What follows belongs to an exercise in optimizing a design on an open flow for small area; a production flow would make more cautious choices.
Function was not checked in any run shown here: the RTL went through the layout flow alone.
Power and IR drop assume default switching activity. The flow treats the clock pin as an ideal source, which a real chip does not have.

### design/flow/flow/run.sh
#!/bin/bash
# Layout flow: the standard flow (standard.sh) with three changes.
#  1. After the standard synthesis, fa_polarity.py picks for every full-adder
#     cell its plain or its dual form (FA(~a,~b,~c) = ~FA(a,b,c)) so that the
#     netlist needs fewer inverters; registers are not touched.
#  2. Clock tree synthesis runs without dummy loads.
#  3. Ports are buffered with sky130_fd_sc_hd__buf_1.
# Each tool's output goes to a log of its own in this folder.
set -euo pipefail
source flow/settings.sh
bash standard.sh synth > standard_synth.log 2>&1
R=orfs/results/sky130hd/sobel_image_processor/base
cp $R/1_2_yosys.v $R/1_2_yosys_standard.v
python3 flow/fa_polarity.py $R/1_2_yosys_standard.v $R/1_2_yosys.v > fa_polarity.log 2>&1
rm -f $R/1_synth.odb $R/1_synth.sdc
bash standard.sh finish > standard_finish.log 2>&1
### design/flow/flow/fa_polarity.py
#!/usr/bin/env python3
"""Remove inverters around full adders in a Yosys netlist.

A full adder is self-dual: FA(~a, ~b, ~c) = (~sum, ~cout). Yosys's adder
extraction often leaves inverters on full-adder pins. This pass picks, for
each sky130 fa_1 cell, whether to use it as is or in its dual form, so as to
need as few inverters as possible, and rebuilds the inverters accordingly.
The circuit's function is unchanged; no register is touched.

usage: fa_polarity.py IN.v OUT.v
"""
import re
import sys
from collections import defaultdict

INV = "sky130_fd_sc_hd__inv_1"
FA_PREFIX = "sky130_fd_sc_hd__fa_"
OUT_PINS = {"X", "Y", "Q", "Q_N", "SUM", "COUT", "HI", "LO"}

src = open(sys.argv[1]).read()

# ---- parse the single module ----
m = re.search(r"^module\s+(\S+)\s*\((.*?)\);", src, re.S | re.M)
cell_re = re.compile(r"^\s*(sky130_fd_sc_hd__\w+)\s+(\S+)\s*\((.*?)\);\s*$", re.S | re.M)
pin_re = re.compile(r"\.(\w+)\(([^()]*)\)")

cells = {}      # name -> [type, {pin: net}, span]
order = []
for cm in cell_re.finditer(src):
    typ, name, body = cm.group(1), cm.group(2), cm.group(3)
    pins = {p: n.strip() for p, n in pin_re.findall(body)}
    cells[name] = [typ, pins, cm.span()]
    order.append(name)

# nets referenced outside cells (assigns, ports) count as fixed-polarity loads
outside = src
for name in reversed(order):
    s, e = cells[name][2]
    outside = outside[:s] + outside[e:]
def norm(n):
    return n.strip()
ext_refs = set()
assigns = "\n".join(re.findall(r"^\s*assign\s.*?;", outside, re.S | re.M))
for tok in re.findall(r"(\\\S+\s|[A-Za-z_][\w$]*(?:\[\d+\])?)", assigns + " " + m.group(2)):
    ext_refs.add(tok.strip())
ext_refs.discard("assign")

driver = {}
loads = defaultdict(list)   # net -> [(cell, pin)]
for name, (typ, pins, _) in cells.items():
    for p, n in pins.items():
        if p in OUT_PINS:
            driver[n] = (name, p)
        else:
            loads[n].append((name, p))

def is_inv(c):
    return cells[c][0] == INV

def base_of(net):
    """(base net, inverted) following inverter chains"""
    inv = False
    seen = 0
    while net in driver and is_inv(driver[net][0]) and seen < 8:
        net = cells[driver[net][0]][1]["A"]
        inv = not inv
        seen += 1
    return net, inv

fas = [c for c in order if cells[c][0].startswith(FA_PREFIX)]
fa_set = set(fas)

# base signals touched: inputs (via inverters) and outputs of FAs
# For each base signal: list of load references (cell, pin, inverted_now)
# An inverter-output net that is referenced externally is treated as fixed.
bases = set()
for f in fas:
    pins = cells[f][1]
    for p in ("A", "B", "CIN"):
        bases.add(base_of(pins[p])[0])
    for p in ("SUM", "COUT"):
        bases.add(pins[p])

# skip bases whose inverter tree has something unusual (inverter outputs
# referenced outside cells, or non-inv_1 inverters)
def inv_tree_ok(b, depth=0):
    for (c, p) in loads[b]:
        if is_inv(c):
            y = cells[c][1]["Y"]
            if y in ext_refs or depth > 3:
                return False
            if not inv_tree_ok(y, depth + 1):
                return False
    return True
bases = {b for b in bases if inv_tree_ok(b)}

def collect(b):
    """all non-inverter loads of base b: (cell, pin, inv)"""
    res = []
    inv_cells = []
    stack = [(b, False)]
    while stack:
        net, inv = stack.pop()
        for (c, p) in loads[net]:
            if is_inv(c):
                inv_cells.append(c)
                stack.append((cells[c][1]["Y"], not inv))
            else:
                res.append((c, p, inv))
    return res, inv_cells

info = {b: collect(b) for b in bases}
ext_inv_need = {}   # base -> (needs_true, needs_inv) from external refs
for b in bases:
    t = b in ext_refs or b.split('[')[0].lstrip('\\') in ext_refs or b.split('[')[0] in ext_refs
    ext_inv_need[b] = t

flip = {f: False for f in fas}
drv_fa = {}
for b in bases:
    if b in driver and driver[b][0] in fa_set:
        drv_fa[b] = driver[b][0]

def base_cost(b):
    x = flip[drv_fa[b]] if b in drv_fa else False
    need_inv = False
    if ext_inv_need[b] and x:
        need_inv = True
    for (c, p, inv) in info[b][0]:
        want = inv
        if c in fa_set and flip[c]:
            want = not want
        if want != x:
            need_inv = True
            break
    return 1 if need_inv else 0

fa_bases = defaultdict(set)
for b in bases:
    if b in drv_fa:
        fa_bases[drv_fa[b]].add(b)
    for (c, p, inv) in info[b][0]:
        if c in fa_set:
            fa_bases[c].add(b)

before = sum(base_cost(b) for b in bases)
import random, math
rng = random.Random(1)
cur = before
best = cur
best_flip = dict(flip)
steps = 40000
for step in range(steps):
    T = 2.0 * (1 - step / steps) + 0.01
    f = fas[rng.randrange(len(fas))]
    bs = fa_bases[f]
    c0 = sum(base_cost(b) for b in bs)
    flip[f] = not flip[f]
    c1 = sum(base_cost(b) for b in bs)
    d = c1 - c0
    if d <= 0 or rng.random() < math.exp(-d / T):
        cur += d
        if cur < best:
            best = cur
            best_flip = dict(flip)
    else:
        flip[f] = not flip[f]
flip.update(best_flip)
after = sum(base_cost(b) for b in bases)
old_invs = set()
for b in bases:
    old_invs.update(info[b][1])
sys.stderr.write(f"fa_polarity: {len(fas)} full adders, {sum(flip.values())} flipped; "
                 f"inverters on these signals {len(old_invs)} -> {after} (model {before})\n")

# ---- rewrite ----
# new pin connections
newpin = defaultdict(dict)   # cell -> {pin: net}
new_invs = []                # (name, in, out)
k = 0
for b in sorted(bases):
    x = flip[drv_fa[b]] if b in drv_fa else False
    needs = []
    for (c, p, inv) in info[b][0]:
        want = inv ^ (c in fa_set and flip[c])
        needs.append((c, p, want != x))
    ext_bad = ext_inv_need[b] and x
    if ext_bad:
        # rename: the driver now makes the complement, so give the driver a
        # new net and rebuild b with an inverter
        c, p = driver[b]
        phys = f"fapol_n{k}"; k += 1
        newpin[c][p] = phys
        new_invs.append((f"fapol_i{k}", phys, b)); k += 1
        for (c2, p2, ninv) in needs:
            # loads want true value (b) if not ninv; physical is inverted
            newpin[c2][p2] = b if ninv else phys
        continue
    if any(n for (_, _, n) in needs):
        y = f"fapol_n{k}"; k += 1
        new_invs.append((f"fapol_i{k}", b, y)); k += 1
    for (c, p, ninv) in needs:
        newpin[c][p] = y if ninv else b

def esc(n):
    return n + " " if n.startswith("\\") else n

out = src
# delete old inverters and patch cells, from the end to keep spans valid
edits = []
for name in order:
    typ, pins, (s, e) = cells[name]
    if name in old_invs:
        edits.append((s, e, ""))
    elif name in newpin or (typ.startswith(FA_PREFIX) and flip[name]):
        p2 = dict(pins)
        p2.update(newpin.get(name, {}))
        body = ",\n".join(f"    .{p}({esc(n)})" for p, n in p2.items())
        edits.append((s, e, f"  {typ} {name} (\n{body}\n  );"))
for s, e, t in sorted(edits, reverse=True):
    out = out[:s] + t + out[e:]
decl = "".join(f"  wire {y};\n" for (_, a, y) in new_invs if y.startswith("fapol_n")) + \
       "".join(f"  wire {a};\n" for (_, a, y) in new_invs if a.startswith("fapol_n"))
insts = "".join(f"  {INV} {n} (\n    .A({esc(a)}),\n    .Y({esc(y)})\n  );\n" for (n, a, y) in new_invs)
pos = out.rfind("endmodule")
out = out[:pos] + decl + insts + out[pos:]
open(sys.argv[2], "w").write(out)
### design/flow/flow/settings.sh
# Settings for run.sh, read by the ORFS make through the environment.
export CTS_ARGS="-sink_clustering_enable -repair_clock_nets -dont_use_dummy_load -sink_clustering_size 36 -sink_clustering_max_diameter 70 -buf_list sky130_fd_sc_hd__clkbuf_16"
export BUFFER_PORTS_ARGS="-buffer_cell sky130_fd_sc_hd__buf_1"
### design/flow/standard.sh
#!/bin/bash
# synth_recipe.tcl (not shown) runs the flow's synth.tcl, then flattens the netlist and writes it again
# the make line also repeats each setting of config.mk as NAME=value (left out here)
make -C /OpenROAD-flow-scripts/flow DESIGN_CONFIG=/design/flow/config.mk WORK_HOME=/design/flow/orfs CLKGATE_MAP_FILE= SYNTH_SCRIPT=/design/flow/synth_recipe.tcl "${@:-finish}"
### design/flow/config.mk
export PLATFORM = sky130hd
export DESIGN_NAME = sobel_image_processor
export DESIGN_NICKNAME = sobel_image_processor
export VERILOG_FILES = /design/flow/design.v
export SDC_FILE = /design/flow/constraint.sdc
export NUM_CORES = 4
export LEC_CHECK = 0
export CAP_MARGIN = 20
export CORE_MARGIN = 2
export CORE_UTILIZATION = 60
export SLEW_MARGIN = 20
### design/flow/constraint.sdc
create_clock -name core_clock -period 10.0 [get_ports {clk}]
set_input_delay 2.0000 -clock core_clock [delete_from_list [all_inputs] [get_ports {clk}]]
set_output_delay 2.0000 -clock core_clock [all_outputs]
set_load 0.01 [all_outputs]
### design/flow/design.v
package sobel_pkg;
  localparam int PIX_W   = 8;     
  localparam int GRAD_W  = 11;    
  localparam int COEF_R  = 77;
  localparam int COEF_G  = 150;
  localparam int COEF_B  = 29;
  localparam int SAT_MAX = 255;   
  typedef logic [PIX_W-1:0] pix_t;
  typedef struct packed {
    pix_t r;
    pix_t g;
    pix_t b;
  } rgb_t;
  function automatic pix_t rgb_to_gray(input rgb_t p);
    logic [15:0] acc;
    acc = 16'(COEF_R) * 16'(p.r) + 16'(COEF_G) * 16'(p.g) + 16'(COEF_B) * 16'(p.b);
    rgb_to_gray = acc[15:8];
  endfunction
endpackage
module line_buffer
#(
  parameter int DEPTH = 100
) (
  input  logic clk,
  input  logic en,
  input  sobel_pkg::pix_t din,
  output sobel_pkg::pix_t dout
);
  sobel_pkg::pix_t mem [0:DEPTH-1];
  assign dout = mem[DEPTH-1];
  always_ff @(posedge clk) begin
    if (en) begin
      mem[0] <= din;
      for (int i = 1; i < DEPTH; i++) begin
        mem[i] <= mem[i-1];
      end
    end
  end
endmodule
module sobel_image_processor
#(
  parameter int WIDTH      = 100,
  parameter int DATA_WIDTH = 8
) (
  input  logic                    clk,
  input  logic                    rst_n,
  input  logic                    shift_en,
  input  logic [3*DATA_WIDTH-1:0] data_in,
  output logic [3*DATA_WIDTH-1:0] out_pixel
);
  localparam int COL_W = (WIDTH > 1) ? $clog2(WIDTH) : 1;
  logic [COL_W-1:0] col_reg;
  logic [1:0]       row_reg;
  always_ff @(posedge clk or negedge rst_n) begin
    if (!rst_n) begin
      col_reg <= '0;
      row_reg <= '0;
    end else if (shift_en) begin
      if (col_reg == COL_W'(WIDTH - 1)) begin
        col_reg <= '0;
        if (row_reg != 2'd3) row_reg <= row_reg + 2'd1;
      end else begin
        col_reg <= col_reg + 1'b1;
      end
    end
  end
  sobel_pkg::pix_t y_comb, y_reg;
  sobel_gray u_gray (.rgb(data_in), .y(y_comb));
  always_ff @(posedge clk) begin
    if (shift_en) y_reg <= ~y_comb;
  end
  sobel_pkg::pix_t w [3][3];
  sobel_pkg::pix_t lb_out [2];
  line_buffer #(.DEPTH(WIDTH - 3)) u_lb1 (
    .clk (clk), .en(shift_en), .din(w[0][2]), .dout(lb_out[0])
  );
  line_buffer #(.DEPTH(WIDTH - 3)) u_lb2 (
    .clk (clk), .en(shift_en), .din(w[1][2]), .dout(lb_out[1])
  );
  always_ff @(posedge clk) begin
    if (shift_en) begin
      w[0][0] <= y_reg;
      w[1][0] <= lb_out[0];
      w[2][0] <= lb_out[1];
      for (int r = 0; r < 3; r++) begin
        w[r][1] <= w[r][0];
        w[r][2] <= (r == 1) ? ~w[r][1] : w[r][1];
      end
    end
  end
  sobel_pkg::pix_t mag;
  sobel_mag u_mag (
    .n00(w[0][0]), .n01(w[0][1]), .n02(w[0][2]),
    .n10(w[1][0]), .n11(w[1][1]), .p12(w[1][2]),
    .p20(w[2][0]), .p21(w[2][1]), .p22(w[2][2]),
    .mag(mag)
  );
  logic valid;
  assign valid = ((col_reg >= COL_W'(4)) && (row_reg >= 2'd2)) ||
                 ((col_reg <  COL_W'(2)) && (row_reg == 2'd3));
  sobel_pkg::pix_t out_reg;
  always_ff @(posedge clk or negedge rst_n) begin
    if (!rst_n) begin
      out_reg <= '0;
    end else if (shift_en) begin
      out_reg <= valid ? mag : '0;
    end
  end
  assign out_pixel = {3{out_reg}};
endmodule
module sobel_gray (
  input  logic [23:0] rgb,
  output logic [7:0]  y
);
  logic [7:0] r, g, b;
  assign {r, g, b} = rgb;
  wire [8:0] rb;
  wire gs_1, gs_2, gs_3, gs_4, gs_5, gs_6, gs_7, gs_8, gs_9, gs_10, gs_11, gs_12, gs_13, gs_14, gs_15, gs_16;
  assign gs_1 = r[0] ^ b[0];
  assign gs_2 = r[0] & b[0];
  assign gs_3 = r[1] ^ b[1] ^ gs_2;
  assign gs_4 = (r[1] & b[1]) | (r[1] & gs_2) | (b[1] & gs_2);
  assign gs_5 = r[2] ^ b[2] ^ gs_4;
  assign gs_6 = (r[2] & b[2]) | (r[2] & gs_4) | (b[2] & gs_4);
  assign gs_7 = r[3] ^ b[3] ^ gs_6;
  assign gs_8 = (r[3] & b[3]) | (r[3] & gs_6) | (b[3] & gs_6);
  assign gs_9 = r[4] ^ b[4] ^ gs_8;
  assign gs_10 = (r[4] & b[4]) | (r[4] & gs_8) | (b[4] & gs_8);
  assign gs_11 = r[5] ^ b[5] ^ gs_10;
  assign gs_12 = (r[5] & b[5]) | (r[5] & gs_10) | (b[5] & gs_10);
  assign gs_13 = r[6] ^ b[6] ^ gs_12;
  assign gs_14 = (r[6] & b[6]) | (r[6] & gs_12) | (b[6] & gs_12);
  assign gs_15 = r[7] ^ b[7] ^ gs_14;
  assign gs_16 = (r[7] & b[7]) | (r[7] & gs_14) | (b[7] & gs_14);
  assign rb[0] = gs_1;
  assign rb[1] = gs_3;
  assign rb[2] = gs_5;
  assign rb[3] = gs_7;
  assign rb[4] = gs_9;
  assign rb[5] = gs_11;
  assign rb[6] = gs_13;
  assign rb[7] = gs_15;
  assign rb[8] = gs_16;
  wire [9:0] rgb3;
  wire gt_1, gt_2, gt_3, gt_4, gt_5, gt_6, gt_7, gt_8, gt_9, gt_10, gt_11, gt_12, gt_13, gt_14, gt_15, gt_16, gt_17, gt_18;
  assign gt_1 = g[0] ^ rb[0];
  assign gt_2 = g[0] & rb[0];
  assign gt_3 = g[1] ^ rb[1] ^ gt_2;
  assign gt_4 = (g[1] & rb[1]) | (g[1] & gt_2) | (rb[1] & gt_2);
  assign gt_5 = g[2] ^ rb[2] ^ gt_4;
  assign gt_6 = (g[2] & rb[2]) | (g[2] & gt_4) | (rb[2] & gt_4);
  assign gt_7 = g[3] ^ rb[3] ^ gt_6;
  assign gt_8 = (g[3] & rb[3]) | (g[3] & gt_6) | (rb[3] & gt_6);
  assign gt_9 = g[4] ^ rb[4] ^ gt_8;
  assign gt_10 = (g[4] & rb[4]) | (g[4] & gt_8) | (rb[4] & gt_8);
  assign gt_11 = g[5] ^ rb[5] ^ gt_10;
  assign gt_12 = (g[5] & rb[5]) | (g[5] & gt_10) | (rb[5] & gt_10);
  assign gt_13 = g[6] ^ rb[6] ^ gt_12;
  assign gt_14 = (g[6] & rb[6]) | (g[6] & gt_12) | (rb[6] & gt_12);
  assign gt_15 = g[7] ^ rb[7] ^ gt_14;
  assign gt_16 = (g[7] & rb[7]) | (g[7] & gt_14) | (rb[7] & gt_14);
  assign gt_17 = rb[8] ^ gt_16;
  assign gt_18 = rb[8] & gt_16;
  assign rgb3[0] = gt_1;
  assign rgb3[1] = gt_3;
  assign rgb3[2] = gt_5;
  assign rgb3[3] = gt_7;
  assign rgb3[4] = gt_9;
  assign rgb3[5] = gt_11;
  assign rgb3[6] = gt_13;
  assign rgb3[7] = gt_15;
  assign rgb3[8] = gt_17;
  assign rgb3[9] = gt_18;
  wire [8:0] gb;
  wire gu_1, gu_2, gu_3, gu_4, gu_5, gu_6, gu_7, gu_8, gu_9, gu_10, gu_11, gu_12, gu_13, gu_14, gu_15, gu_16;
  assign gu_1 = g[0] ^ b[0];
  assign gu_2 = g[0] & b[0];
  assign gu_3 = g[1] ^ b[1] ^ gu_2;
  assign gu_4 = (g[1] & b[1]) | (g[1] & gu_2) | (b[1] & gu_2);
  assign gu_5 = g[2] ^ b[2] ^ gu_4;
  assign gu_6 = (g[2] & b[2]) | (g[2] & gu_4) | (b[2] & gu_4);
  assign gu_7 = g[3] ^ b[3] ^ gu_6;
  assign gu_8 = (g[3] & b[3]) | (g[3] & gu_6) | (b[3] & gu_6);
  assign gu_9 = g[4] ^ b[4] ^ gu_8;
  assign gu_10 = (g[4] & b[4]) | (g[4] & gu_8) | (b[4] & gu_8);
  assign gu_11 = g[5] ^ b[5] ^ gu_10;
  assign gu_12 = (g[5] & b[5]) | (g[5] & gu_10) | (b[5] & gu_10);
  assign gu_13 = g[6] ^ b[6] ^ gu_12;
  assign gu_14 = (g[6] & b[6]) | (g[6] & gu_12) | (b[6] & gu_12);
  assign gu_15 = g[7] ^ b[7] ^ gu_14;
  assign gu_16 = (g[7] & b[7]) | (g[7] & gu_14) | (b[7] & gu_14);
  assign gb[0] = gu_1;
  assign gb[1] = gu_3;
  assign gb[2] = gu_5;
  assign gb[3] = gu_7;
  assign gb[4] = gu_9;
  assign gb[5] = gu_11;
  assign gb[6] = gu_13;
  assign gb[7] = gu_15;
  assign gb[8] = gu_16;
  wire gy_1, gy_2, gy_3, gy_4, gy_5, gy_6, gy_7, gy_8, gy_9, gy_10, gy_11, gy_12, gy_13, gy_14, gy_15, gy_16, gy_17, gy_18, gy_19, gy_20, gy_21, gy_22, gy_23, gy_24, gy_25, gy_26, gy_27, gy_28, gy_29, gy_30, gy_31, gy_32, gy_33, gy_34, gy_35, gy_36, gy_37, gy_38, gy_39, gy_40, gy_41, gy_42, gy_43, gy_44, gy_45, gy_46, gy_47, gy_48, gy_49, gy_50, gy_51, gy_52, gy_53, gy_54, gy_55, gy_56, gy_57, gy_58, gy_59, gy_60, gy_61, gy_62, gy_63, gy_64, gy_65, gy_66, gy_67, gy_68, gy_69, gy_70, gy_71, gy_72, gy_73, gy_74, gy_75, gy_76, gy_77, gy_78, gy_79, gy_80, gy_81, gy_82, gy_83, gy_84, gy_85, gy_86, gy_87, gy_88, gy_89, gy_90, gy_91, gy_92, gy_93, gy_94, gy_95, gy_96, gy_97, gy_98, gy_99, gy_100, gy_101, gy_102, gy_103, gy_104, gy_105, gy_106, gy_107, gy_108, gy_109, gy_110, gy_111, gy_112;
  assign gy_1 = g[0] ^ rb[1];
  assign gy_2 = g[0] & rb[1];
  assign gy_3 = g[1] ^ rb[2] ^ gy_2;
  assign gy_4 = (g[1] & rb[2]) | (g[1] & gy_2) | (rb[2] & gy_2);
  assign gy_5 = gy_3 ^ rgb3[0];
  assign gy_6 = gy_3 & rgb3[0];
  assign gy_7 = g[2] ^ rb[3] ^ rb[0];
  assign gy_8 = (g[2] & rb[3]) | (g[2] & rb[0]) | (rb[3] & rb[0]);
  assign gy_9 = gy_7 ^ gy_4 ^ rgb3[1];
  assign gy_10 = (gy_7 & gy_4) | (gy_7 & rgb3[1]) | (gy_4 & rgb3[1]);
  assign gy_11 = gy_6 ^ gy_9;
  assign gy_12 = gy_6 & gy_9;
  assign gy_13 = g[3] ^ rb[4] ^ rb[1];
  assign gy_14 = (g[3] & rb[4]) | (g[3] & rb[1]) | (rb[4] & rb[1]);
  assign gy_15 = gb[0] ^ gy_8 ^ gy_13;
  assign gy_16 = (gb[0] & gy_8) | (gb[0] & gy_13) | (gy_8 & gy_13);
  assign gy_17 = gy_15 ^ rgb3[2] ^ gy_10;
  assign gy_18 = (gy_15 & rgb3[2]) | (gy_15 & gy_10) | (rgb3[2] & gy_10);
  assign gy_19 = gy_12 ^ gy_17;
  assign gy_20 = gy_12 & gy_17;
  assign gy_21 = g[4] ^ rb[5] ^ rb[2];
  assign gy_22 = (g[4] & rb[5]) | (g[4] & rb[2]) | (rb[5] & rb[2]);
  assign gy_23 = gb[1] ^ gy_14 ^ gy_21;
  assign gy_24 = (gb[1] & gy_14) | (gb[1] & gy_21) | (gy_14 & gy_21);
  assign gy_25 = gy_16 ^ gy_23 ^ rgb3[3];
  assign gy_26 = (gy_16 & gy_23) | (gy_16 & rgb3[3]) | (gy_23 & rgb3[3]);
  assign gy_27 = gy_25 ^ gy_18 ^ gy_20;
  assign gy_28 = (gy_25 & gy_18) | (gy_25 & gy_20) | (gy_18 & gy_20);
  assign gy_29 = g[5] ^ r[0] ^ rb[6];
  assign gy_30 = (g[5] & r[0]) | (g[5] & rb[6]) | (r[0] & rb[6]);
  assign gy_31 = rb[3] ^ gb[2] ^ gy_22;
  assign gy_32 = (rb[3] & gb[2]) | (rb[3] & gy_22) | (gb[2] & gy_22);
  assign gy_33 = gy_29 ^ gy_24 ^ gy_31;
  assign gy_34 = (gy_29 & gy_24) | (gy_29 & gy_31) | (gy_24 & gy_31);
  assign gy_35 = gy_33 ^ rgb3[4] ^ gy_26;
  assign gy_36 = (gy_33 & rgb3[4]) | (gy_33 & gy_26) | (rgb3[4] & gy_26);
  assign gy_37 = gy_35 ^ gy_28;
  assign gy_38 = gy_35 & gy_28;
  assign gy_39 = g[6] ^ r[1] ^ g[0];
  assign gy_40 = (g[6] & r[1]) | (g[6] & g[0]) | (r[1] & g[0]);
  assign gy_41 = gy_39 ^ rb[7] ^ rb[4];
  assign gy_42 = (gy_39 & rb[7]) | (gy_39 & rb[4]) | (rb[7] & rb[4]);
  assign gy_43 = gb[3] ^ gy_30 ^ gy_41;
  assign gy_44 = (gb[3] & gy_30) | (gb[3] & gy_41) | (gy_30 & gy_41);
  assign gy_45 = gy_32 ^ gy_43 ^ gy_34;
  assign gy_46 = (gy_32 & gy_43) | (gy_32 & gy_34) | (gy_43 & gy_34);
  assign gy_47 = gy_45 ^ rgb3[5] ^ gy_36;
  assign gy_48 = (gy_45 & rgb3[5]) | (gy_45 & gy_36) | (rgb3[5] & gy_36);
  assign gy_49 = gy_47 ^ gy_38;
  assign gy_50 = gy_47 & gy_38;
  assign gy_51 = g[7] ^ r[2] ^ g[1];
  assign gy_52 = (g[7] & r[2]) | (g[7] & g[1]) | (r[2] & g[1]);
  assign gy_53 = gy_40 ^ gy_51 ^ rb[8];
  assign gy_54 = (gy_40 & gy_51) | (gy_40 & rb[8]) | (gy_51 & rb[8]);
  assign gy_55 = rb[5] ^ gb[4] ^ gy_42;
  assign gy_56 = (rb[5] & gb[4]) | (rb[5] & gy_42) | (gb[4] & gy_42);
  assign gy_57 = gy_53 ^ gy_44 ^ gy_55;
  assign gy_58 = (gy_53 & gy_44) | (gy_53 & gy_55) | (gy_44 & gy_55);
  assign gy_59 = gy_57 ^ gy_46 ^ rgb3[6];
  assign gy_60 = (gy_57 & gy_46) | (gy_57 & rgb3[6]) | (gy_46 & rgb3[6]);
  assign gy_61 = gy_59 ^ gy_48 ^ gy_50;
  assign gy_62 = (gy_59 & gy_48) | (gy_59 & gy_50) | (gy_48 & gy_50);
  assign gy_63 = r[3] ^ g[2] ^ gy_52;
  assign gy_64 = (r[3] & g[2]) | (r[3] & gy_52) | (g[2] & gy_52);
  assign gy_65 = gy_63 ^ rb[6] ^ gb[5];
  assign gy_66 = (gy_63 & rb[6]) | (gy_63 & gb[5]) | (rb[6] & gb[5]);
  assign gy_67 = gy_54 ^ gy_65 ^ gy_56;
  assign gy_68 = (gy_54 & gy_65) | (gy_54 & gy_56) | (gy_65 & gy_56);
  assign gy_69 = gy_58 ^ gy_67 ^ rgb3[7];
  assign gy_70 = (gy_58 & gy_67) | (gy_58 & rgb3[7]) | (gy_67 & rgb3[7]);
  assign gy_71 = gy_60 ^ gy_69 ^ gy_62;
  assign gy_72 = (gy_60 & gy_69) | (gy_60 & gy_62) | (gy_69 & gy_62);
  assign gy_73 = r[4] ^ g[3] ^ gy_64;
  assign gy_74 = (r[4] & g[3]) | (r[4] & gy_64) | (g[3] & gy_64);
  assign gy_75 = gy_73 ^ rb[7] ^ gb[6];
  assign gy_76 = (gy_73 & rb[7]) | (gy_73 & gb[6]) | (rb[7] & gb[6]);
  assign gy_77 = gy_66 ^ gy_75 ^ gy_68;
  assign gy_78 = (gy_66 & gy_75) | (gy_66 & gy_68) | (gy_75 & gy_68);
  assign gy_79 = gy_77 ^ rgb3[8] ^ gy_70;
  assign gy_80 = (gy_77 & rgb3[8]) | (gy_77 & gy_70) | (rgb3[8] & gy_70);
  assign gy_81 = gy_79 ^ gy_72;
  assign gy_82 = gy_79 & gy_72;
  assign gy_83 = r[5] ^ g[4] ^ gy_74;
  assign gy_84 = (r[5] & g[4]) | (r[5] & gy_74) | (g[4] & gy_74);
  assign gy_85 = gy_83 ^ rb[8] ^ gb[7];
  assign gy_86 = (gy_83 & rb[8]) | (gy_83 & gb[7]) | (rb[8] & gb[7]);
  assign gy_87 = gy_76 ^ gy_85 ^ gy_78;
  assign gy_88 = (gy_76 & gy_85) | (gy_76 & gy_78) | (gy_85 & gy_78);
  assign gy_89 = gy_87 ^ rgb3[9] ^ gy_80;
  assign gy_90 = (gy_87 & rgb3[9]) | (gy_87 & gy_80) | (rgb3[9] & gy_80);
  assign gy_91 = gy_89 ^ gy_82;
  assign gy_92 = gy_89 & gy_82;
  assign gy_93 = r[6] ^ g[5] ^ gy_84;
  assign gy_94 = (r[6] & g[5]) | (r[6] & gy_84) | (g[5] & gy_84);
  assign gy_95 = gy_93 ^ gb[8] ^ gy_86;
  assign gy_96 = (gy_93 & gb[8]) | (gy_93 & gy_86) | (gb[8] & gy_86);
  assign gy_97 = gy_95 ^ gy_88 ^ gy_90;
  assign gy_98 = (gy_95 & gy_88) | (gy_95 & gy_90) | (gy_88 & gy_90);
  assign gy_99 = gy_97 ^ gy_92;
  assign gy_100 = gy_97 & gy_92;
  assign gy_101 = r[7] ^ g[6] ^ gy_94;
  assign gy_102 = (r[7] & g[6]) | (r[7] & gy_94) | (g[6] & gy_94);
  assign gy_103 = gy_101 ^ gy_96 ^ gy_98;
  assign gy_104 = (gy_101 & gy_96) | (gy_101 & gy_98) | (gy_96 & gy_98);
  assign gy_105 = gy_103 ^ gy_100;
  assign gy_106 = gy_103 & gy_100;
  assign gy_107 = g[7] ^ gy_102 ^ gy_104;
  assign gy_108 = (g[7] & gy_102) | (g[7] & gy_104) | (gy_102 & gy_104);
  assign gy_109 = gy_107 ^ gy_106;
  assign gy_110 = gy_107 & gy_106;
  assign gy_111 = gy_108 ^ gy_110;
  assign gy_112 = gy_108 & gy_110;
  assign y[0] = gy_61;
  assign y[1] = gy_71;
  assign y[2] = gy_81;
  assign y[3] = gy_91;
  assign y[4] = gy_99;
  assign y[5] = gy_105;
  assign y[6] = gy_109;
  assign y[7] = gy_111;
endmodule
module sobel_mag (
  input  logic [7:0] n00, n01, n02, n10, n11, p12, p20, p21, p22,
  output logic [7:0] mag
);
  wire [8:0] u;
  wire du_1, du_2, du_3, du_4, du_5, du_6, du_7, du_8, du_9, du_10, du_11, du_12, du_13, du_14, du_15, du_16, du_17, du_18;
  assign du_1 = p22[0] ^ n00[0] ^ 1'b1;
  assign du_2 = (p22[0] & n00[0]) | (p22[0] & 1'b1) | (n00[0] & 1'b1);
  assign du_3 = p22[1] ^ n00[1] ^ du_2;
  assign du_4 = (p22[1] & n00[1]) | (p22[1] & du_2) | (n00[1] & du_2);
  assign du_5 = p22[2] ^ n00[2] ^ du_4;
  assign du_6 = (p22[2] & n00[2]) | (p22[2] & du_4) | (n00[2] & du_4);
  assign du_7 = p22[3] ^ n00[3] ^ du_6;
  assign du_8 = (p22[3] & n00[3]) | (p22[3] & du_6) | (n00[3] & du_6);
  assign du_9 = p22[4] ^ n00[4] ^ du_8;
  assign du_10 = (p22[4] & n00[4]) | (p22[4] & du_8) | (n00[4] & du_8);
  assign du_11 = p22[5] ^ n00[5] ^ du_10;
  assign du_12 = (p22[5] & n00[5]) | (p22[5] & du_10) | (n00[5] & du_10);
  assign du_13 = p22[6] ^ n00[6] ^ du_12;
  assign du_14 = (p22[6] & n00[6]) | (p22[6] & du_12) | (n00[6] & du_12);
  assign du_15 = p22[7] ^ n00[7] ^ du_14;
  assign du_16 = (p22[7] & n00[7]) | (p22[7] & du_14) | (n00[7] & du_14);
  assign du_17 = 1'b1 ^ du_16;
  assign du_18 = 1'b1 & du_16;
  assign u[0] = du_1;
  assign u[1] = du_3;
  assign u[2] = du_5;
  assign u[3] = du_7;
  assign u[4] = du_9;
  assign u[5] = du_11;
  assign u[6] = du_13;
  assign u[7] = du_15;
  assign u[8] = du_17;
  wire [8:0] v;
  wire dv_1, dv_2, dv_3, dv_4, dv_5, dv_6, dv_7, dv_8, dv_9, dv_10, dv_11, dv_12, dv_13, dv_14, dv_15, dv_16, dv_17, dv_18;
  assign dv_1 = p20[0] ^ n02[0] ^ 1'b1;
  assign dv_2 = (p20[0] & n02[0]) | (p20[0] & 1'b1) | (n02[0] & 1'b1);
  assign dv_3 = p20[1] ^ n02[1] ^ dv_2;
  assign dv_4 = (p20[1] & n02[1]) | (p20[1] & dv_2) | (n02[1] & dv_2);
  assign dv_5 = p20[2] ^ n02[2] ^ dv_4;
  assign dv_6 = (p20[2] & n02[2]) | (p20[2] & dv_4) | (n02[2] & dv_4);
  assign dv_7 = p20[3] ^ n02[3] ^ dv_6;
  assign dv_8 = (p20[3] & n02[3]) | (p20[3] & dv_6) | (n02[3] & dv_6);
  assign dv_9 = p20[4] ^ n02[4] ^ dv_8;
  assign dv_10 = (p20[4] & n02[4]) | (p20[4] & dv_8) | (n02[4] & dv_8);
  assign dv_11 = p20[5] ^ n02[5] ^ dv_10;
  assign dv_12 = (p20[5] & n02[5]) | (p20[5] & dv_10) | (n02[5] & dv_10);
  assign dv_13 = p20[6] ^ n02[6] ^ dv_12;
  assign dv_14 = (p20[6] & n02[6]) | (p20[6] & dv_12) | (n02[6] & dv_12);
  assign dv_15 = p20[7] ^ n02[7] ^ dv_14;
  assign dv_16 = (p20[7] & n02[7]) | (p20[7] & dv_14) | (n02[7] & dv_14);
  assign dv_17 = 1'b1 ^ dv_16;
  assign dv_18 = 1'b1 & dv_16;
  assign v[0] = dv_1;
  assign v[1] = dv_3;
  assign v[2] = dv_5;
  assign v[3] = dv_7;
  assign v[4] = dv_9;
  assign v[5] = dv_11;
  assign v[6] = dv_13;
  assign v[7] = dv_15;
  assign v[8] = dv_17;
  wire [8:0] e;
  wire de_1, de_2, de_3, de_4, de_5, de_6, de_7, de_8, de_9, de_10, de_11, de_12, de_13, de_14, de_15, de_16, de_17, de_18;
  assign de_1 = p12[0] ^ n10[0] ^ 1'b1;
  assign de_2 = (p12[0] & n10[0]) | (p12[0] & 1'b1) | (n10[0] & 1'b1);
  assign de_3 = p12[1] ^ n10[1] ^ de_2;
  assign de_4 = (p12[1] & n10[1]) | (p12[1] & de_2) | (n10[1] & de_2);
  assign de_5 = p12[2] ^ n10[2] ^ de_4;
  assign de_6 = (p12[2] & n10[2]) | (p12[2] & de_4) | (n10[2] & de_4);
  assign de_7 = p12[3] ^ n10[3] ^ de_6;
  assign de_8 = (p12[3] & n10[3]) | (p12[3] & de_6) | (n10[3] & de_6);
  assign de_9 = p12[4] ^ n10[4] ^ de_8;
  assign de_10 = (p12[4] & n10[4]) | (p12[4] & de_8) | (n10[4] & de_8);
  assign de_11 = p12[5] ^ n10[5] ^ de_10;
  assign de_12 = (p12[5] & n10[5]) | (p12[5] & de_10) | (n10[5] & de_10);
  assign de_13 = p12[6] ^ n10[6] ^ de_12;
  assign de_14 = (p12[6] & n10[6]) | (p12[6] & de_12) | (n10[6] & de_12);
  assign de_15 = p12[7] ^ n10[7] ^ de_14;
  assign de_16 = (p12[7] & n10[7]) | (p12[7] & de_14) | (n10[7] & de_14);
  assign de_17 = 1'b1 ^ de_16;
  assign de_18 = 1'b1 & de_16;
  assign e[0] = de_1;
  assign e[1] = de_3;
  assign e[2] = de_5;
  assign e[3] = de_7;
  assign e[4] = de_9;
  assign e[5] = de_11;
  assign e[6] = de_13;
  assign e[7] = de_15;
  assign e[8] = de_17;
  wire [8:0] f;
  wire df_1, df_2, df_3, df_4, df_5, df_6, df_7, df_8, df_9, df_10, df_11, df_12, df_13, df_14, df_15, df_16, df_17, df_18;
  assign df_1 = p21[0] ^ n01[0] ^ 1'b1;
  assign df_2 = (p21[0] & n01[0]) | (p21[0] & 1'b1) | (n01[0] & 1'b1);
  assign df_3 = p21[1] ^ n01[1] ^ df_2;
  assign df_4 = (p21[1] & n01[1]) | (p21[1] & df_2) | (n01[1] & df_2);
  assign df_5 = p21[2] ^ n01[2] ^ df_4;
  assign df_6 = (p21[2] & n01[2]) | (p21[2] & df_4) | (n01[2] & df_4);
  assign df_7 = p21[3] ^ n01[3] ^ df_6;
  assign df_8 = (p21[3] & n01[3]) | (p21[3] & df_6) | (n01[3] & df_6);
  assign df_9 = p21[4] ^ n01[4] ^ df_8;
  assign df_10 = (p21[4] & n01[4]) | (p21[4] & df_8) | (n01[4] & df_8);
  assign df_11 = p21[5] ^ n01[5] ^ df_10;
  assign df_12 = (p21[5] & n01[5]) | (p21[5] & df_10) | (n01[5] & df_10);
  assign df_13 = p21[6] ^ n01[6] ^ df_12;
  assign df_14 = (p21[6] & n01[6]) | (p21[6] & df_12) | (n01[6] & df_12);
  assign df_15 = p21[7] ^ n01[7] ^ df_14;
  assign df_16 = (p21[7] & n01[7]) | (p21[7] & df_14) | (n01[7] & df_14);
  assign df_17 = 1'b1 ^ df_16;
  assign df_18 = 1'b1 & df_16;
  assign f[0] = df_1;
  assign f[1] = df_3;
  assign f[2] = df_5;
  assign f[3] = df_7;
  assign f[4] = df_9;
  assign f[5] = df_11;
  assign f[6] = df_13;
  assign f[7] = df_15;
  assign f[8] = df_17;
  wire [10:0] gx, gy;
  wire gx_1, gx_2, gx_3, gx_4, gx_5, gx_6, gx_7, gx_8, gx_9, gx_10, gx_11, gx_12, gx_13, gx_14, gx_15, gx_16, gx_17, gx_18, gx_19, gx_20, gx_21, gx_22, gx_23, gx_24, gx_25, gx_26, gx_27, gx_28, gx_29, gx_30, gx_31, gx_32, gx_33, gx_34, gx_35, gx_36, gx_37, gx_38;
  assign gx_1 = 1'b1 ^ u[0] ^ ~v[0];
  assign gx_2 = (1'b1 & u[0]) | (1'b1 & ~v[0]) | (u[0] & ~v[0]);
  assign gx_3 = u[1] ^ ~v[1] ^ e[0];
  assign gx_4 = (u[1] & ~v[1]) | (u[1] & e[0]) | (~v[1] & e[0]);
  assign gx_5 = gx_2 ^ gx_3;
  assign gx_6 = gx_2 & gx_3;
  assign gx_7 = u[2] ^ ~v[2] ^ e[1];
  assign gx_8 = (u[2] & ~v[2]) | (u[2] & e[1]) | (~v[2] & e[1]);
  assign gx_9 = gx_4 ^ gx_7 ^ gx_6;
  assign gx_10 = (gx_4 & gx_7) | (gx_4 & gx_6) | (gx_7 & gx_6);
  assign gx_11 = u[3] ^ ~v[3] ^ e[2];
  assign gx_12 = (u[3] & ~v[3]) | (u[3] & e[2]) | (~v[3] & e[2]);
  assign gx_13 = gx_8 ^ gx_11 ^ gx_10;
  assign gx_14 = (gx_8 & gx_11) | (gx_8 & gx_10) | (gx_11 & gx_10);
  assign gx_15 = u[4] ^ ~v[4] ^ e[3];
  assign gx_16 = (u[4] & ~v[4]) | (u[4] & e[3]) | (~v[4] & e[3]);
  assign gx_17 = gx_12 ^ gx_15 ^ gx_14;
  assign gx_18 = (gx_12 & gx_15) | (gx_12 & gx_14) | (gx_15 & gx_14);
  assign gx_19 = u[5] ^ ~v[5] ^ e[4];
  assign gx_20 = (u[5] & ~v[5]) | (u[5] & e[4]) | (~v[5] & e[4]);
  assign gx_21 = gx_16 ^ gx_19 ^ gx_18;
  assign gx_22 = (gx_16 & gx_19) | (gx_16 & gx_18) | (gx_19 & gx_18);
  assign gx_23 = u[6] ^ ~v[6] ^ e[5];
  assign gx_24 = (u[6] & ~v[6]) | (u[6] & e[5]) | (~v[6] & e[5]);
  assign gx_25 = gx_20 ^ gx_23 ^ gx_22;
  assign gx_26 = (gx_20 & gx_23) | (gx_20 & gx_22) | (gx_23 & gx_22);
  assign gx_27 = u[7] ^ ~v[7] ^ e[6];
  assign gx_28 = (u[7] & ~v[7]) | (u[7] & e[6]) | (~v[7] & e[6]);
  assign gx_29 = gx_24 ^ gx_27 ^ gx_26;
  assign gx_30 = (gx_24 & gx_27) | (gx_24 & gx_26) | (gx_27 & gx_26);
  assign gx_31 = ~u[8] ^ v[8] ^ e[7];
  assign gx_32 = (~u[8] & v[8]) | (~u[8] & e[7]) | (v[8] & e[7]);
  assign gx_33 = gx_28 ^ gx_31 ^ gx_30;
  assign gx_34 = (gx_28 & gx_31) | (gx_28 & gx_30) | (gx_31 & gx_30);
  assign gx_35 = ~e[8] ^ gx_32 ^ gx_34;
  assign gx_36 = (~e[8] & gx_32) | (~e[8] & gx_34) | (gx_32 & gx_34);
  assign gx_37 = 1'b1 ^ gx_36;
  assign gx_38 = 1'b1 & gx_36;
  assign gx[0] = gx_1;
  assign gx[1] = gx_5;
  assign gx[2] = gx_9;
  assign gx[3] = gx_13;
  assign gx[4] = gx_17;
  assign gx[5] = gx_21;
  assign gx[6] = gx_25;
  assign gx[7] = gx_29;
  assign gx[8] = gx_33;
  assign gx[9] = gx_35;
  assign gx[10] = gx_37;
  wire gy_1, gy_2, gy_3, gy_4, gy_5, gy_6, gy_7, gy_8, gy_9, gy_10, gy_11, gy_12, gy_13, gy_14, gy_15, gy_16, gy_17, gy_18, gy_19, gy_20, gy_21, gy_22, gy_23, gy_24, gy_25, gy_26, gy_27, gy_28, gy_29, gy_30, gy_31, gy_32, gy_33, gy_34, gy_35, gy_36, gy_37, gy_38;
  assign gy_1 = u[0] ^ v[0];
  assign gy_2 = u[0] & v[0];
  assign gy_3 = u[1] ^ v[1] ^ f[0];
  assign gy_4 = (u[1] & v[1]) | (u[1] & f[0]) | (v[1] & f[0]);
  assign gy_5 = gy_2 ^ gy_3;
  assign gy_6 = gy_2 & gy_3;
  assign gy_7 = u[2] ^ v[2] ^ f[1];
  assign gy_8 = (u[2] & v[2]) | (u[2] & f[1]) | (v[2] & f[1]);
  assign gy_9 = gy_4 ^ gy_7 ^ gy_6;
  assign gy_10 = (gy_4 & gy_7) | (gy_4 & gy_6) | (gy_7 & gy_6);
  assign gy_11 = u[3] ^ v[3] ^ f[2];
  assign gy_12 = (u[3] & v[3]) | (u[3] & f[2]) | (v[3] & f[2]);
  assign gy_13 = gy_8 ^ gy_11 ^ gy_10;
  assign gy_14 = (gy_8 & gy_11) | (gy_8 & gy_10) | (gy_11 & gy_10);
  assign gy_15 = u[4] ^ v[4] ^ f[3];
  assign gy_16 = (u[4] & v[4]) | (u[4] & f[3]) | (v[4] & f[3]);
  assign gy_17 = gy_12 ^ gy_15 ^ gy_14;
  assign gy_18 = (gy_12 & gy_15) | (gy_12 & gy_14) | (gy_15 & gy_14);
  assign gy_19 = u[5] ^ v[5] ^ f[4];
  assign gy_20 = (u[5] & v[5]) | (u[5] & f[4]) | (v[5] & f[4]);
  assign gy_21 = gy_16 ^ gy_19 ^ gy_18;
  assign gy_22 = (gy_16 & gy_19) | (gy_16 & gy_18) | (gy_19 & gy_18);
  assign gy_23 = u[6] ^ v[6] ^ f[5];
  assign gy_24 = (u[6] & v[6]) | (u[6] & f[5]) | (v[6] & f[5]);
  assign gy_25 = gy_20 ^ gy_23 ^ gy_22;
  assign gy_26 = (gy_20 & gy_23) | (gy_20 & gy_22) | (gy_23 & gy_22);
  assign gy_27 = u[7] ^ v[7] ^ f[6];
  assign gy_28 = (u[7] & v[7]) | (u[7] & f[6]) | (v[7] & f[6]);
  assign gy_29 = gy_24 ^ gy_27 ^ gy_26;
  assign gy_30 = (gy_24 & gy_27) | (gy_24 & gy_26) | (gy_27 & gy_26);
  assign gy_31 = ~u[8] ^ ~v[8] ^ f[7];
  assign gy_32 = (~u[8] & ~v[8]) | (~u[8] & f[7]) | (~v[8] & f[7]);
  assign gy_33 = gy_28 ^ gy_31 ^ gy_30;
  assign gy_34 = (gy_28 & gy_31) | (gy_28 & gy_30) | (gy_31 & gy_30);
  assign gy_35 = ~f[8] ^ gy_32 ^ gy_34;
  assign gy_36 = (~f[8] & gy_32) | (~f[8] & gy_34) | (gy_32 & gy_34);
  assign gy_37 = 1'b1 ^ gy_36;
  assign gy_38 = 1'b1 & gy_36;
  assign gy[0] = gy_1;
  assign gy[1] = gy_5;
  assign gy[2] = gy_9;
  assign gy[3] = gy_13;
  assign gy[4] = gy_17;
  assign gy[5] = gy_21;
  assign gy[6] = gy_25;
  assign gy[7] = gy_29;
  assign gy[8] = gy_33;
  assign gy[9] = gy_35;
  assign gy[10] = gy_37;
  wire [9:0] ax, ay;
  assign ax = gx[9:0] ^ {10{gx[10]}};
  assign ay = gy[9:0] ^ {10{gy[10]}};
  wire [8:0] sum;
  wire sm_1, sm_2, sm_3, sm_4, sm_5, sm_6, sm_7, sm_8, sm_9, sm_10, sm_11, sm_12, sm_13, sm_14, sm_15, sm_16, sm_17, sm_18, sm_19, sm_20, sm_21, sm_22, sm_23, sm_24, sm_25, sm_26, sm_27, sm_28, sm_29, sm_30, sm_31, sm_32, sm_33, sm_34;
  assign sm_1 = ax[0] ^ ay[0] ^ gx[10];
  assign sm_2 = (ax[0] & ay[0]) | (ax[0] & gx[10]) | (ay[0] & gx[10]);
  assign sm_3 = gy[10] ^ sm_1;
  assign sm_4 = gy[10] & sm_1;
  assign sm_5 = ax[1] ^ ay[1] ^ sm_2;
  assign sm_6 = (ax[1] & ay[1]) | (ax[1] & sm_2) | (ay[1] & sm_2);
  assign sm_7 = sm_4 ^ sm_5;
  assign sm_8 = sm_4 & sm_5;
  assign sm_9 = ax[2] ^ ay[2] ^ sm_6;
  assign sm_10 = (ax[2] & ay[2]) | (ax[2] & sm_6) | (ay[2] & sm_6);
  assign sm_11 = sm_8 ^ sm_9;
  assign sm_12 = sm_8 & sm_9;
  assign sm_13 = ax[3] ^ ay[3] ^ sm_10;
  assign sm_14 = (ax[3] & ay[3]) | (ax[3] & sm_10) | (ay[3] & sm_10);
  assign sm_15 = sm_12 ^ sm_13;
  assign sm_16 = sm_12 & sm_13;
  assign sm_17 = ax[4] ^ ay[4] ^ sm_14;
  assign sm_18 = (ax[4] & ay[4]) | (ax[4] & sm_14) | (ay[4] & sm_14);
  assign sm_19 = sm_16 ^ sm_17;
  assign sm_20 = sm_16 & sm_17;
  assign sm_21 = ax[5] ^ ay[5] ^ sm_18;
  assign sm_22 = (ax[5] & ay[5]) | (ax[5] & sm_18) | (ay[5] & sm_18);
  assign sm_23 = sm_20 ^ sm_21;
  assign sm_24 = sm_20 & sm_21;
  assign sm_25 = ax[6] ^ ay[6] ^ sm_22;
  assign sm_26 = (ax[6] & ay[6]) | (ax[6] & sm_22) | (ay[6] & sm_22);
  assign sm_27 = sm_24 ^ sm_25;
  assign sm_28 = sm_24 & sm_25;
  assign sm_29 = ax[7] ^ ay[7] ^ sm_26;
  assign sm_30 = (ax[7] & ay[7]) | (ax[7] & sm_26) | (ay[7] & sm_26);
  assign sm_31 = sm_28 ^ sm_29;
  assign sm_32 = sm_28 & sm_29;
  assign sm_33 = sm_30 ^ sm_32;
  assign sm_34 = sm_30 & sm_32;
  assign sum[0] = sm_3;
  assign sum[1] = sm_7;
  assign sum[2] = sm_11;
  assign sum[3] = sm_15;
  assign sum[4] = sm_19;
  assign sum[5] = sm_23;
  assign sum[6] = sm_27;
  assign sum[7] = sm_31;
  assign sum[8] = sm_33;
  assign mag = (sum[8] | (|ax[9:8]) | (|ay[9:8])) ? 8'd255 : sum[7:0];
endmodule
==> results of run 1 <==
-- layout by cell type (no fill, tap or decap), types with 2 or more instances in the layout --
cell type and instances:
edfxtp_1 1632, fa_1 118, inv_1 75, clkbuf_16 59
buf_1 49, ha_1 33, dfrtp_1 17, xnor2_1 14
nor2_1 11, buf_4 11, o22ai_1 10, xor2_1 9
fa_2 9, buf_12 7, nand2_1 6, o21ai_0 5
nand2b_1 5, nand3_1 3, mux2i_1 3, nor3_1 2
nor3b_1 2, and3b_1 2, nand4_1 2
-- power groups by stage --
stage	clock (W)	sequential [W]	combinational (W)
finish	0.00282	0.00831	0.00288
global route	0.00318	0.00836	0.00341
CTS	0.00297	0.00832	0.00288
detailed placement	0	0.00846	0.00281
global placement	0	0.00846	0.00279
floorplan	0	0.00838	0.00197
-- timing repair --
item                       4_1_cts  5_1_grt
setup endpoints to repair        8        8
pin swaps                        1        5
gates resized for setup          3       10
setup buffers                    0        1
-- through the flow --
step	cells	utilization	setup WS, ps
after detailed placement	3203	0.625	-30.0
after global routing	3263	0.642	12.4
after floorplan	1991	-	425
after global placement	3203	0.625	244
after CTS	3262	0.642	53.0
final	3263	0.642	310
-- worst reg2reg max path, delay by kind of cell (launching register included) --
| family | cells | cell delay [ps] |
|---|---|---|
| simple gates | 1 | 170 |
| buf+inv | 5 | 330 |
| compound gates | 2 | 250 |
| fa+ha+maj | 20 | 8080 |
| flops | 1 | 400 |
| xor+xnor | 2 | 290 |
-- layout make-up --
| cell class | count | share of cell area |
|---|---|---|
| Clock buffer | 59 | 0.0261 |
| Multi-Input combinational cell | 246 | 0.0633 |
| Tap cell | 1165 | 0.0257 |
| Inverter | 76 | 0.00504 |
| Timing Repair Buffer | 68 | 0.00731 |
| Sequential cell | 1649 | 0.873 |
-- metal layers --
metal	GRT usage	wire, microns	up-vias
li1	-	-	7847
met1	0.236	32500	9230
met2	0.182	25600	177
met3	0.0210	1880	76
met4	0.0332	1270	0
met5	0	0	-
-- final timing paths --
| check | startpoint | endpoint | cells after the start |
|---|---|---|---|
| worst max-delay path | w[6][0] | out_reg[1] | 30 |
| worst min-delay path | u_lb2.mem[70][3] | u_lb2.mem[71][3] | 0 |
| worst max register to register | w[6][0] | out_reg[1] | 30 |
| worst min register to register | u_lb2.mem[70][3] | u_lb2.mem[71][3] | 0 |
| max in group asynchronous | rst_n | out_reg[3] | 1 |
| min in group asynchronous | rst_n | out_reg[0] | 1 |
==> impl_metrics.ini, run 1 <==
[status]
outcome = complete, no violations

[power]
total_power_w = 0.0140
internal_power_w = 0.0105
p_per_area_nw_per_um2 = 247
peakVddDrop_uv = 457
power.share.clock = 0.201
comb_power_share = 0.205
p_switching_w = 0.00355
sw_frac_of_total = 0.254
power_frac_seq = 0.593
power_leakage_nw = 18.9

[route]
drc = 0
ant_nets = 0
num_vias = 17300
viasPerCell = 5.31
drt_wl_total_microns = 61300
drt-wirelength-per-cell_microns = 18.8
initialDrtViolationCount = 1554
first_pass_iters = 5

[floorplan]
die_w_microns = 302
die_h_microns = 302
start_util = 0.605
ios = 51
core_sq_um = 88200
row_count = 109
die-area_sq_um = 91400

[placed_design]
gp_congestion = 0.797
dpl.hpwl_microns = 30700
placed_cell_area_sq_um = 55100
io_buffers = 50

[cts]
clk_latency_ps = 680
cts.sinks = 1649
clockBufferDepth = 3
cts_hold_buf = 0
h-tree-depth = 2
numCtsBuffers = 59
tritoncts = yes
path_clk_slew_ps = 120
cts_root_buf = clkbuf_16

[final_layout]
nets = 2287
top_regs = u_lb1.mem: 776 flops, u_lb2.mem: 776 flops, w: 72 flops
synthToLayoutAreaGrowth_pct = 6.09
fill_cells = 5614
multi_input_area_sq_um = 3590
final_area_sq_um = 56700
drive_above_1_share = 0.0453
antenna-diode-count = 0
layout.area.seq_sq_um = 49400

[grt]
grt_usage = 0.135
antenna_found_initial = 3
grt_pass1_wl_microns = 97000
grt.overflow.total = 0
grt_max_degree = 190
first_global_vias = 17200

[timing]
setup-violations-final = 0
hold_slack_ps = 373
worst_slew_pin_slew_ps = 1000
fin_skew_ps = 84.0
fin_setup_tns_ps = 0
max-slew-margin-rel = 0.334
fin_crit_ps = 9690
rsz0062_at_grt = no
hold_viol_final = 0
period_share = 0.969
final-max-slew-violation-count = 0
max_freq_mhz = 103

[critical_path]
cp_num_buf_inv = 5
start_kind = register
path_class = register to register
cpLargestDelayFamily = adder cells
crit_required_ps = 10460
worst-path-max-fanout = 8
r2r_setup_slack_ps = 310
crit_arrival_ps = 10150
worst_path_max_delay_cell = fa_2
critPathMaxStageDelay_ps = 570
crit_path_frequent_cell = fa_1
crit_path_end_kind = register

[logic_synthesis]
synth_area_sq_um = 53400
syn_nets = 2178
postSynthCellCount = 1991
avgSynthCellArea_sq_um = 26.8
yosysWarnings = 6

[flow_run]
max-cap-violations = 0

[hold_path]
hold_path.class = register to register
==> run 2, diff against run 1 <==
==> design/flow/flow/settings.sh (replaced) <==
# Settings for run.sh, read by the ORFS make through the environment.
export CTS_ARGS="-sink_clustering_enable -repair_clock_nets -dont_use_dummy_load -sink_clustering_size 40 -sink_clustering_max_diameter 60 -buf_list sky130_fd_sc_hd__clkbuf_16"
export BUFFER_PORTS_ARGS="-buffer_cell sky130_fd_sc_hd__buf_1"
--- a/design/flow/config.mk
+++ b/design/flow/config.mk
@@ -7,5 +7,6 @@
 export LEC_CHECK = 0
 export CAP_MARGIN = 20
 export CORE_MARGIN = 2
-export CORE_UTILIZATION = 60
+export CORE_UTILIZATION = 70
+export PLACE_DENSITY = 0.8
 export SLEW_MARGIN = 20
==> run 2 against run 1 <==
Still clean. Worst setup slack got worse by 33 ps. Die area decreased by 14%. Power increased by 2.7%. Sequential cell count did not move. Utilization grew 11 points. Synthesized cell count did not move. Clock power up about 10%. Maximum frequency shrank 0.34%. Sequential power about the same. Routed wire length increased by 18%. Critical path type unchanged. Largest power group unchanged.
==> impl_metrics.ini, run 2 <==
[timing]
hold_slack_ps = 298
final-max-slew-violation-count = 0
hold_viol_final = 0
max-slew-margin-rel = 0.313
finalWorstSetupSlack_ps = 278
rsz0062_at_grt = no
fin_crit_ps = 9720
max_freq_mhz = 103
fin_skew_ps = 109
period_share = 0.972
setup-violations-final = 0
worst_slew_pin_slew_ps = 1030

[logic_synthesis]
yosysWarnings = 6
postSynthCellCount = 1991
avgSynthCellArea_sq_um = 26.8
syn_nets = 2178
synth_area_sq_um = 53400

[floorplan]
die_w_microns = 280
row_count = 101
die-area_sq_um = 78500
die_h_microns = 280
start_util = 0.705
core_sq_um = 75700
ios = 51

[placed_design]
dpl.hpwl_microns = 35300
dpl_worst_slack_ps = -9.21
gp_congestion = 0.775
io_buffers = 50
placed_cell_area_sq_um = 54900

[route]
drt_wl_total_microns = 72000
num_vias = 17700
viasPerCell = 5.74
first_pass_iters = 7
ant_nets = 0
drt-wirelength-per-cell_microns = 23.3
drc = 0
initialDrtViolationCount = 1794

[power]
comb_power_share = 0.204
power_leakage_nw = 19.1
p_switching_w = 0.00369
peakVddDrop_uv = 374
p_per_area_nw_per_um2 = 253
sw_frac_of_total = 0.257
total_power_w = 0.0144
power_frac_seq = 0.580
power.share.clock = 0.216
internal_power_w = 0.0107

[critical_path]
r2r_setup_slack_ps = 280
cpLargestDelayFamily = adder cells
crit_path_frequent_cell = fa_1
start_kind = register
path_class = register to register
crit_required_ps = 10470
crit_path_end_kind = register
worst-path-max-fanout = 8
crit_start = w[6][0]
crit_arrival_ps = 10190
r2r_start = w[6][0]
cp_num_buf_inv = 4
worst_path_max_delay_cell = fa_1
critPathMaxStageDelay_ps = 530

[final_layout]
synthToLayoutAreaGrowth_pct = 6.33
final_area_sq_um = 56800
final_common_cell = edfxtp_1
drive_above_1_share = 0.0530
top_regs = u_lb1.mem: 776 flops, u_lb2.mem: 776 flops, w: 72 flops
antenna-diode-count = 0
layout_common_cells = edfxtp_1, fa_1, inv_1, clkbuf_16, buf_1
fin_util = 0.750
nets = 2304

[grt]
first_global_vias = 17800
grt_max_degree = 219
grt.overflow.total = 0
grt_pass1_wl_microns = 106000
antenna_found_initial = 2
grt_usage = 0.183

[hold_path]
hold_path.class = register to register
hp-start = u_lb1.mem[30][0]

[cts]
cts_hold_buf = 0
cts_root_buf = clkbuf_16
clockBufferDepth = 3
numCtsBuffers = 72
h-tree-depth = 3
path_clk_slew_ps = 120
tritoncts = yes
cts.sinks = 1649
clk_latency_ps = 660

[status]
outcome = complete, no violations

[flow_run]
max-cap-violations = 0
==> run 2: changes by cell type in the layout (fill, tap and decap cells not counted), moves of 2 or more <==
cell and change:
buf_4 +2, fa_1 -2, fa_2 +2, clkbuf_16 +13
==> run 2: repair_timing <==
| item | 4_1_cts | 5_1_grt |
|---|---|---|
| setup buffers | 2 | 1 |
| resized for setup | 3 | 9 |
| endpoints found under the setup margin | 2 | 8 |
| pin swaps | 2 | 3 |
==> run 2: worst paths after layout <==
path | endpoint | cells past startpoint
min in group asynchronous | out_reg[3] | 1
worst max register to register | out_reg[3] | 29
worst min register to register | u_lb1.mem[31][0] | 0
worst max-delay path | out_reg[3] | 29
max in group asynchronous | row_reg[0] | 1
worst min-delay path | u_lb1.mem[31][0] | 0
==> run 2: power by group through the flow <==
| stage | Combinational (W) | Clock, W | Sequential, W |
|---|---|---|---|
| after floorplan | 0.00197 | 0 | 0.00838 |
| after global placement | 0.00272 | 0 | 0.00846 |
| after detailed placement | 0.00283 | 0 | 0.00848 |
| after CTS | 0.00293 | 0.00321 | 0.00835 |
| after global routing | 0.00332 | 0.00339 | 0.00838 |
| final | 0.00293 | 0.00311 | 0.00834 |
==> run 2: stage by stage <==
stage          setup TNS [ps]  instances
2_1_floorplan               0       1991
3_3_place_gp                0       3017
3_5_place_dp            -9.21       3017
4_1_cts                     0       3091
5_1_grt                     0       3093
6_report                    0       3093
==> run 2: layout make-up <==
| type | instances | area [sq um] |
|---|---|---|
| clock buffers | 72 | 1800 |
| multi-input cells | 246 | 3570 |
| repair buffers | 72 | 468 |
| inverters | 76 | 285 |
| fillers | 3766 | 18900 |
| flip-flops and latches | 1649 | 49400 |
| well taps | 978 | 1220 |
==> run 2: metal layers <==
layer  vias up  global-route usage  share of wire  wire length (microns)
met1      9380               0.273           0.45                  32200
met4         0              0.0435          0.019                   1380
met5         -                   0              0                      0
met3        99              0.0290          0.042                   3000
li1       7872                   -              -                      -
met2       398               0.295           0.49                  35500

[static timing again, ports no longer ideal]
The results above use ideal ports. As a check the final layouts listed here were re-extracted and re-timed, cells and wires unchanged. Step 1 (the two cells are an assumption about what drives the block):
set clk [get_ports {clk}]
set_driving_cell -lib_cell sky130_fd_sc_hd__clkbuf_16 $clk
set_driving_cell -lib_cell sky130_fd_sc_hd__buf_2 [delete_from_list [all_inputs] $clk]
Step 2 also shifts input and output timing later by t, the mid clock arrival at the registers, as if the neighbouring blocks saw the same clock. Three values: ideal, step 1, step 2; two values: the first two.
run	shift t [ns]	setup WS [ns]	worst setup path at the end
run 1	0.697	0.310 / 0.310 / 0.310	register to register
run 2	0.675	0.278 / 0.278 / 0.160	input to register
After both steps setup and hold are still met in every run listed. For run 2, which loses most, drivers alone change the setup slack by 0.000 ns; drivers and shift together by -0.118 ns.
